This design comes from an exercise in tuning for small area, a short achievable clock period and few clock cycles per item on the open sky130 flow, not from production work. Function was checked by simulation only, so behaviour that the tests miss may differ from the original. Power is estimated from default activity; no workload was simulated.

--- flow/design.v ---
`timescale 1ns / 1ps
`default_nettype none
package rprc_pkg;
  localparam int MAX_RING_BITS = 16;
  localparam int CFG_INDEX_W   = 3;
  localparam int CFG_DATA_W    = 64;
  typedef enum logic [CFG_INDEX_W-1:0] {
    REG_RING_SIZE_LOG2    = 3'd0,
    REG_MAX_MESSAGE_BYTES = 3'd1,
    REG_MESSAGES_TOTAL    = 3'd2,
    REG_BYTES_TOTAL       = 3'd3,
    REG_FAILED_TOTAL      = 3'd4
  } reg_index_t;
  localparam logic [4:0]  RESET_RING_SIZE_LOG2    = 5'd10;
  localparam logic [16:0] RESET_MAX_MESSAGE_BYTES = 17'd4096;
  typedef enum logic [1:0] {
    ACT_RESERVE  = 2'd0,
    ACT_COMMIT   = 2'd1,
    ACT_ROLLBACK = 2'd2,
    ACT_PUSH     = 2'd3
  } action_t;
  typedef enum logic [2:0] {
    ST_OK     = 3'd0,
    ST_SIZE   = 3'd1,
    ST_CLOSED = 3'd2,
    ST_FULL   = 3'd3,
    ST_BUSY   = 3'd4,
    ST_NORES  = 3'd5
  } status_t;
  typedef struct packed {
    action_t     action;
    logic [19:0] message_length;
    logic [15:0] consumer_read_index;
    logic        reader_attached;
  } rprc_in_t;
  typedef struct packed {
    status_t     status;
    logic [15:0] slot_number;
    logic        prefix_write;
    logic [16:0] prefix_value;
    logic [15:0] published_write_index;
    logic [15:0] free_slots;
    logic [63:0] messages_total;
    logic [63:0] bytes_total;
    logic [63:0] failed_total;
  } rprc_out_t;
  typedef struct packed {
    logic [4:0]  ring_size_log2;
    logic [16:0] max_message_bytes;
  } rprc_cfg_t;
endpackage
`default_nettype wire
`timescale 1ns / 1ps
`default_nettype none
import rprc_pkg::*;
module rprc_core
#(
  parameter int INDEX_BITS = 16
) (
  input  wire logic      clk,
  input  wire logic      rst,
  input  rprc_pkg::rprc_cfg_t      cfg,
  input  wire logic      cfg_we,
  input  wire logic [rprc_pkg::CFG_INDEX_W-1:0] cfg_index,
  input  wire logic [rprc_pkg::CFG_DATA_W-1:0]  cfg_data,
  input  wire logic      fire,
  input  rprc_pkg::rprc_in_t       req,
  output rprc_pkg::rprc_out_t      result
);
  localparam int CAP_INT = (INDEX_BITS < MAX_RING_BITS) ? INDEX_BITS : MAX_RING_BITS;
  localparam logic [4:0] CAP_BITS = 5'(CAP_INT);
  logic [INDEX_BITS-1:0] write_position, write_position_next;
  logic                  holding_reservation, holding_reservation_next;
  logic [15:0]           held_slot, held_slot_next;
  logic [63:0]           sent_messages, sent_messages_next;
  logic [63:0]           sent_bytes, sent_bytes_next;
  logic [63:0]           push_failures, push_failures_next;
  logic [4:0]  eff_bits;
  logic [15:0] mask;
  logic [15:0] wp16;
  logic [15:0] wp16_next;
  logic [15:0] read_m;
  logic [15:0] used;
  logic        len_ok;
  logic        full;
  logic        publish;
  logic        fail;
  rprc_pkg::status_t     status;
  logic [15:0] slot;
  always_comb begin
    if (cfg.ring_size_log2 == 5'd0) begin
      eff_bits = 5'd1;
    end else if (cfg.ring_size_log2 > CAP_BITS) begin
      eff_bits = CAP_BITS;
    end else begin
      eff_bits = cfg.ring_size_log2;
    end
  end
  assign mask   = ~(16'hFFFF << eff_bits);
  assign wp16   = 16'(32'(write_position));
  assign read_m = req.consumer_read_index & mask;
  assign len_ok = (req.message_length != 20'd0) &&
                  (req.message_length <= {3'b000, cfg.max_message_bytes});
  assign full   = (((wp16 + 16'd1) & mask) == read_m);
  always_comb begin
    status                   = ST_OK;
    slot                     = 16'd0;
    publish                  = 1'b0;
    fail                     = 1'b0;
    holding_reservation_next = holding_reservation;
    held_slot_next           = held_slot;
    case (req.action)
      ACT_RESERVE: begin
        if (!len_ok) begin
          status = ST_SIZE;
        end else if (holding_reservation) begin
          status = ST_BUSY;
        end else if (!req.reader_attached) begin
          status = ST_CLOSED;
        end else if (full) begin
          status = ST_FULL;
        end else begin
          slot                     = wp16 & mask;
          holding_reservation_next = 1'b1;
          held_slot_next           = wp16 & mask;
        end
      end
      ACT_COMMIT: begin
        if (!len_ok) begin
          status = ST_SIZE;
        end else if (!holding_reservation) begin
          status = ST_NORES;
        end else begin
          slot                     = held_slot;
          publish                  = 1'b1;
          holding_reservation_next = 1'b0;
          held_slot_next           = 16'd0;
        end
      end
      ACT_ROLLBACK: begin
        holding_reservation_next = 1'b0;
        held_slot_next           = 16'd0;
      end
      default: begin  
        if (!len_ok) begin
          status = ST_SIZE;
        end else if (!req.reader_attached) begin
          status = ST_CLOSED;
          fail   = 1'b1;
        end else if (holding_reservation || full) begin
          status = ST_FULL;
          fail   = 1'b1;
        end else begin
          slot    = wp16 & mask;
          publish = 1'b1;
        end
      end
    endcase
  end
  assign write_position_next = publish ? write_position + INDEX_BITS'(1) : write_position;
  assign sent_messages_next  = publish ? sent_messages + 64'd1 : sent_messages;
  assign sent_bytes_next     = publish ? sent_bytes + 64'(req.message_length) : sent_bytes;
  assign push_failures_next  = fail ? push_failures + 64'd1 : push_failures;
  assign wp16_next = 16'(32'(write_position_next));
  assign used      = (wp16_next - req.consumer_read_index) & mask;
  always_comb begin
    result.status                = status;
    result.slot_number           = slot;
    result.prefix_write          = publish;
    result.prefix_value          = publish ? req.message_length[16:0] : 17'd0;
    result.published_write_index = wp16_next;
    result.free_slots            = mask - used;
    result.messages_total        = sent_messages_next;
    result.bytes_total           = sent_bytes_next;
    result.failed_total          = push_failures_next;
  end
  always_ff @(posedge clk) begin
    if (rst) begin
      write_position      <= '0;
      holding_reservation <= 1'b0;
      held_slot           <= 16'd0;
      sent_messages       <= 64'd0;
      sent_bytes          <= 64'd0;
      push_failures       <= 64'd0;
    end else if (cfg_we) begin
      case (cfg_index)
        REG_MESSAGES_TOTAL: sent_messages <= cfg_data;
        REG_BYTES_TOTAL:    sent_bytes    <= cfg_data;
        REG_FAILED_TOTAL:   push_failures <= cfg_data;
        default: ;
      endcase
    end else if (fire) begin
      write_position      <= write_position_next;
      holding_reservation <= holding_reservation_next;
      held_slot           <= held_slot_next;
      sent_messages       <= sent_messages_next;
      sent_bytes          <= sent_bytes_next;
      push_failures       <= push_failures_next;
    end
  end
endmodule
`default_nettype wire
`timescale 1ns / 1ps
`default_nettype none
import rprc_pkg::*;
module ring_producer_reserve_commit
#(
  parameter int INDEX_BITS = 16
) (
  input  wire logic                   clk,
  input  wire logic                   rst,
  input  wire logic                   in_valid,
  output logic                        in_ready,
  input  wire logic [38:0]            in_data,
  output logic                        out_valid,
  input  wire logic                   out_ready,
  output logic [260:0]                out_data,
  input  wire logic                   cfg_we,
  input  wire logic [rprc_pkg::CFG_INDEX_W-1:0] cfg_index,
  input  wire logic [rprc_pkg::CFG_DATA_W-1:0]  cfg_data
);
  rprc_pkg::rprc_cfg_t cfg;
  rprc_pkg::rprc_in_t  in_req;
  rprc_pkg::rprc_out_t out_reg;
  rprc_pkg::rprc_in_t  s1_data;
  logic      s1_valid;
  logic      s1_fire;
  rprc_pkg::rprc_out_t result;
  assign in_req   = in_data;
  assign out_data = out_reg;
  always_ff @(posedge clk) begin
    if (rst) begin
      cfg.ring_size_log2    <= RESET_RING_SIZE_LOG2;
      cfg.max_message_bytes <= RESET_MAX_MESSAGE_BYTES;
    end else if (cfg_we) begin
      case (cfg_index)
        REG_RING_SIZE_LOG2:    cfg.ring_size_log2    <= cfg_data[4:0];
        REG_MAX_MESSAGE_BYTES: cfg.max_message_bytes <= cfg_data[16:0];
        default: ;
      endcase
    end
  end
  assign s1_fire  = s1_valid && (!out_valid || out_ready);
  assign in_ready = !rst && (!s1_valid || s1_fire);
  always_ff @(posedge clk) begin
    if (rst) begin
      s1_valid <= 1'b0;
    end else if (in_ready) begin
      s1_valid <= in_valid;
    end
  end
  always_ff @(posedge clk) begin
    if (in_valid && in_ready) begin
      s1_data <= in_req;
    end
  end
  rprc_core #(
    .INDEX_BITS(INDEX_BITS)
  ) u_core (
    .clk    (clk),
    .rst    (rst),
    .cfg    (cfg),
    .cfg_we   (cfg_we),
    .cfg_index(cfg_index),
    .cfg_data (cfg_data),
    .fire   (s1_fire),
    .req    (s1_data),
    .result (result)
  );
  always_ff @(posedge clk) begin
    if (rst) begin
      out_valid <= 1'b0;
    end else if (s1_fire) begin
      out_valid <= 1'b1;
    end else if (out_ready) begin
      out_valid <= 1'b0;
    end
  end
  always_ff @(posedge clk) begin
    if (s1_fire) begin
      out_reg <= result;
    end
  end
endmodule
`default_nettype wire
--- flow/run.sh ---
#!/bin/bash
# synth_recipe.tcl (not shown) runs the flow's synth.tcl, then flattens the netlist and writes it again
# the make line also repeats each setting of config.mk as NAME=value (left out here)
make -C /OpenROAD-flow-scripts/flow DESIGN_CONFIG=/design/flow/config.mk WORK_HOME=/design/flow/orfs CLKGATE_MAP_FILE= SYNTH_SCRIPT=/design/flow/synth_recipe.tcl finish
--- flow/config.mk ---
export PLATFORM = sky130hd
export DESIGN_NAME = ring_producer_reserve_commit
export DESIGN_NICKNAME = ring_producer_reserve_commit
export VERILOG_FILES = /design/flow/design.v
export SDC_FILE = /design/flow/constraint.sdc
export NUM_CORES = 4
export LEC_CHECK = 0
export CAP_MARGIN = 20
export CORE_MARGIN = 2
export CORE_UTILIZATION = 40
export SLEW_MARGIN = 20
--- flow/constraint.sdc ---
create_clock -name core_clock -period 6.0 [get_ports {clk}]
set_input_delay 1.2000 -clock core_clock [delete_from_list [all_inputs] [get_ports {clk}]]
set_output_delay 1.2000 -clock core_clock [all_outputs]
set_load 0.01 [all_outputs]
==> impl_metrics.csv <==
group,metric,value,unit
outcome,status,"finished clean",
worst_hold_path,min_path_type,"reg -> reg",
floorplanning,boundaryPins,374,
clocking,cts_max_level,3,
logic_synthesis,ys.flop_type,"edfxtp_1",
logic_synthesis,synth.net_count,3375,
sta,tightest_slew,1040,ps
clocking,postCtsSetupBuffers,0,
routing,wl_per_cell,23.9,um
clocking,cts.sinks,549,
placed_design,dp_hpwl,75600,um
worst_setup_path,path_cells,"nand4_2 > or4_1 > mux2i_1 > nor4_4 > nand4_4 > o21ai_4 > inv_2 > xnor2_1 > ha_1 > fa_1 > nand2b_1 > a21oi_1 > o21ai_0 > or3b_2 > a31oi_1 > xnor2_1 > and2_1 > or4b_1 > xor2_1",
routing,ant_nets,0,
worst_setup_path,cp_num_buf_inv,1,
finish,fin_nets,3626,
routing,drcViolationCount,0,
sta,hold_viol,0,
logic_synthesis,netlist-cell-type-count,98,
finish,largest_reg_flops,261,
pwr,pwr-share-clk,42.8,%
worst_hold_path,min-delay-start,"cfg[4]$_SDFFE_PP0P_",
logic_synthesis,netlist_instances,3202,
sta,max_freq,178,MHz
global_routing,grt_max_degree,175,
global_routing,grt_pass1_wl,158000,um
worst_setup_path,rr_endpoint,"out_reg[206]$_DFFE_PP_",
pwr,pwr-share-comb,11.1,%
clocking,clock_path_buffers,3,
pwr,p_int,6840,uW
clocking,cts_buffers,66,
worst_setup_path,path_class,"reg -> reg",
clocking,clockRootBuffer,"clkbuf_16",
logic_synthesis,synth_commonest_cells,"nand2_1 (305), edfxtp_1 (300), nor2_1 (263), dfxtp_1 (249), clkbuf_1 (187)",
floorplanning,coreArea,0.0746,sq mm
floorplanning,num_rows,100,
clocking,ctsHoldBuffers,0,
global_routing,antenna_found_initial,5,
finish,layout-drive-gt1-share,6.93,%
sta,slew_viol_final,0,
global_routing,overflow,0,
worst_setup_path,cp-start-kind,"flip-flop",
logic_synthesis,yosys.area.top_type,"edfxtp_1",
worst_setup_path,reg2reg_slack,390,ps
clocking,cts_tree,"yes",
global_routing,grt_pass1_vias,24400,
worst_setup_path,critPathSlowestCell,"or4_1",
floorplanning,die_area,0.0776,sq mm
pwr,swShare,26.0,%
floorplanning,fp.dieH,279,um
worst_hold_path,holdPathEnd,"cfg[4]$_SDFFE_PP0P_",
worst_setup_path,required,6360,ps
sta,fin_crit_sh,93.5,%
worst_setup_path,crit_path_max_incr_delay,670,ps
logic_synthesis,ys_warn_count,2,
logic_synthesis,synth_top_area_share,29.9,%
worst_setup_path,r2r.worst_path.cells,19,
worst_setup_path,cp.arrival,5970,ps
floorplanning,die_x,279,um
worst_hold_path,hold_depth,2,
sta,holdWs,456,ps
pwr,p_leak,0.0128,uW
routing,first_iter_violations,2939,
logic_synthesis,yosysMostFrequentCell,"nand2_1",
worst_setup_path,critPathTopFamily,"simple AND/OR/NAND/NOR gates",
clocking,clk_pin_slew_worst_paths,60,ps
logic_synthesis,async_reset_ff_share,0,%
routing,wirelength,107000,um
logic_synthesis,syn_area_per_cell,9.42,sq um
worst_setup_path,endpoint_kind,"flip-flop",
logic_synthesis,synth.area.top_cells,"edfxtp_1 (30%), dfxtp_1 (17%), xnor2_1 (4.7%)",
routing,via_per_inst,5.89,
clocking,clk_latency,610,ps
worst_setup_path,worstReg2RegStart,"u_core.write_position[1]$_SDFFE_PP0P_",
sta,setup_viol,0,
pwr,ir_worst_vdd,0.179,mV
finish,area_growth,21.8,%
logic_synthesis,seq_area_frac_synth,46.4,%
routing,routed-via-count,26400,
pwr,p_sw,2410,uW
sta,relSlewSlack,30.6,%
floorplanning,floorplan.initialDensity,40.5,%
placed_design,numPortBuffers,373,
logic_synthesis,syn_area,0.0302,sq mm
sta,grt_setup_unrepaired,"no",
global_routing,grt_use_total,26.7,%
sta,fin_crit,5610,ps
job,maxCapViolCount,0,
worst_setup_path,crit_top_cell,"xnor2_1",
sta,skew,31.5,ps
pwr,pwr-share-seq,46.2,%
routing,first_pass_iters,6,
logic_synthesis,ys_seq_elements,549,
placed_design,routabilityCongestion,0.906,
logic_synthesis,synth_edf_count,300,
sta,finalSetupTns,0,ps
pwr,p_per_area,252,mW/mm^2
worst_setup_path,path_max_fanout,13,
==> power by group through the flow <==
| stage | clock [uW] | sequential (uW) | combinational [uW] |
|---|---|---|---|
| global placement | 0 | 4340 | 1010 |
| CTS | 4010 | 4270 | 1010 |
| detailed placement | 0 | 4350 | 1010 |
| floorplan | 0 | 4350 | 495 |
| finish | 3950 | 4270 | 1020 |
| global route | 4170 | 4290 | 1090 |
==> metal layers <==
metal  GRT usage [%]  share of wire (%)
met5               0              0.012
met4            9.79                3.4
met3            4.38                7.9
met2            40.3                 44
met1            38.4                 45
==> tightest hold or removal path: cells and delay by family (launching register included) <==
kind	cells	cell delay [ps]
AOI/OAI and AO/OA	1	50
DFF	1	310
and+or+nand+nor	1	50
==> layout by cell type (no fill, tap or decap), drive strengths merged, types with 12 or more instances in the layout <==
cell type        n
or4             21
nand2b          18
a21o            41
and2            46
a32o            15
nand2          305
nor2b           18
xnor2          163
o31ai           35
a2111oi         12
o22ai           25
xor2            89
inv            104
dfxtp          249
ha              60
and4            24
buf             57
a31oi           54
a221oi          31
and3            86
o211ai          16
clkdlybuf4s50  371
nor2           264
a31o            15
clkinv          20
o21ai          145
nand4           67
clkbuf          93
mux2i           60
nand3          124
a211oi          37
o41ai           14
nor4            64
nor3           100
a21oi          160
or3             23
edfxtp         300
==> per-stage QoR <==
stage | util [%] | std cells | total power [uW] | area [sq um] | worst slack, ps
4_1_cts | 49.2 | 4474 | 9290 | 36700 | 206
6_report | 49.3 | 4476 | 9240 | 36700 | 392
2_1_floorplan | - | 3202 | 4850 | 30200 | 398
5_1_grt | 49.3 | 4476 | 9540 | 36700 | 38.0
3_5_place_dp | 46.4 | 4354 | 5350 | 34600 | 235
3_3_place_gp | 46.4 | 4354 | 5350 | 34600 | 327
==> area by class of cell <==
type	count	area, sq um
fillers	6983	37800
multi-input cells	2304	14800
flip-flops and latches	549	14000
repair buffers	429	4200
clock buffers	92	1890
well taps	969	1210
inverters	103	397
clock inverters	28	208
diodes	2	5.00
==> worst max path at each step <==
stage	from	endpoint	cells past startpoint
after floorplan	out_ready	u_core.push_failures[40]$_SDFFE_PP0P_	6
after global placement	u_core.write_position[1]$_SDFFE_PP0P_	out_reg[206]$_DFFE_PP_	19
after detailed placement	u_core.write_position[1]$_SDFFE_PP0P_	out_reg[206]$_DFFE_PP_	19
after CTS	u_core.write_position[1]$_SDFFE_PP0P_	out_reg[206]$_DFFE_PP_	19
after global routing	s1_data[32]$_DFFE_PP_	out_reg[206]$_DFFE_PP_	20
final	u_core.write_position[1]$_SDFFE_PP0P_	out_reg[206]$_DFFE_PP_	19
==> repair_timing <==
item                                   in CTS  in global routing
resized for setup                           0                  4
setup endpoints to repair                   0                  1
endpoints found under the hold margin       0                  0
==> cells by family (layout without fill, tap and decap cells) <==
logic type      after synthesis  after routing  synth area share [%]
flops                       549            549                  46.4
mux                          71             71                  2.40
fa+ha+maj                    62             62                  2.62
simple gates               1188           1188                  19.9
compound gates              730            730                  16.8
other cells                   1              3                0.0124
xor+xnor                    252            252                  7.32
buf+inv                     349            652                  4.65
Testbench counts, summed over its fixed seeds: cycles 24,016, items 24,000.

==> afterwards: timing with drivers on the ports <==
In the flow no input, the clock included, has a driving cell. The finished layout below was timed again as built, in two steps. Step 1 assumes that a clkbuf_16 drives the clock port and a buf_2 every other input. Step 2 times the ports against the registers' clock, not the clock port: input delays grow and output delays shrink by t, the midpoint of the rising clock arrivals with the driver on. Three values: no drivers, after step 1, after step 2; two values: the first two.
t (ns): 0.661
slack for setup (ns): 0.392 / 0.392 / 0.392
worst register clock-pin slew, ns: 0.07 / 0.07
After both steps this run still meets setup and hold. For this run, drivers alone change the setup slack by 0.000 ns; drivers and shift together by 0.000 ns.
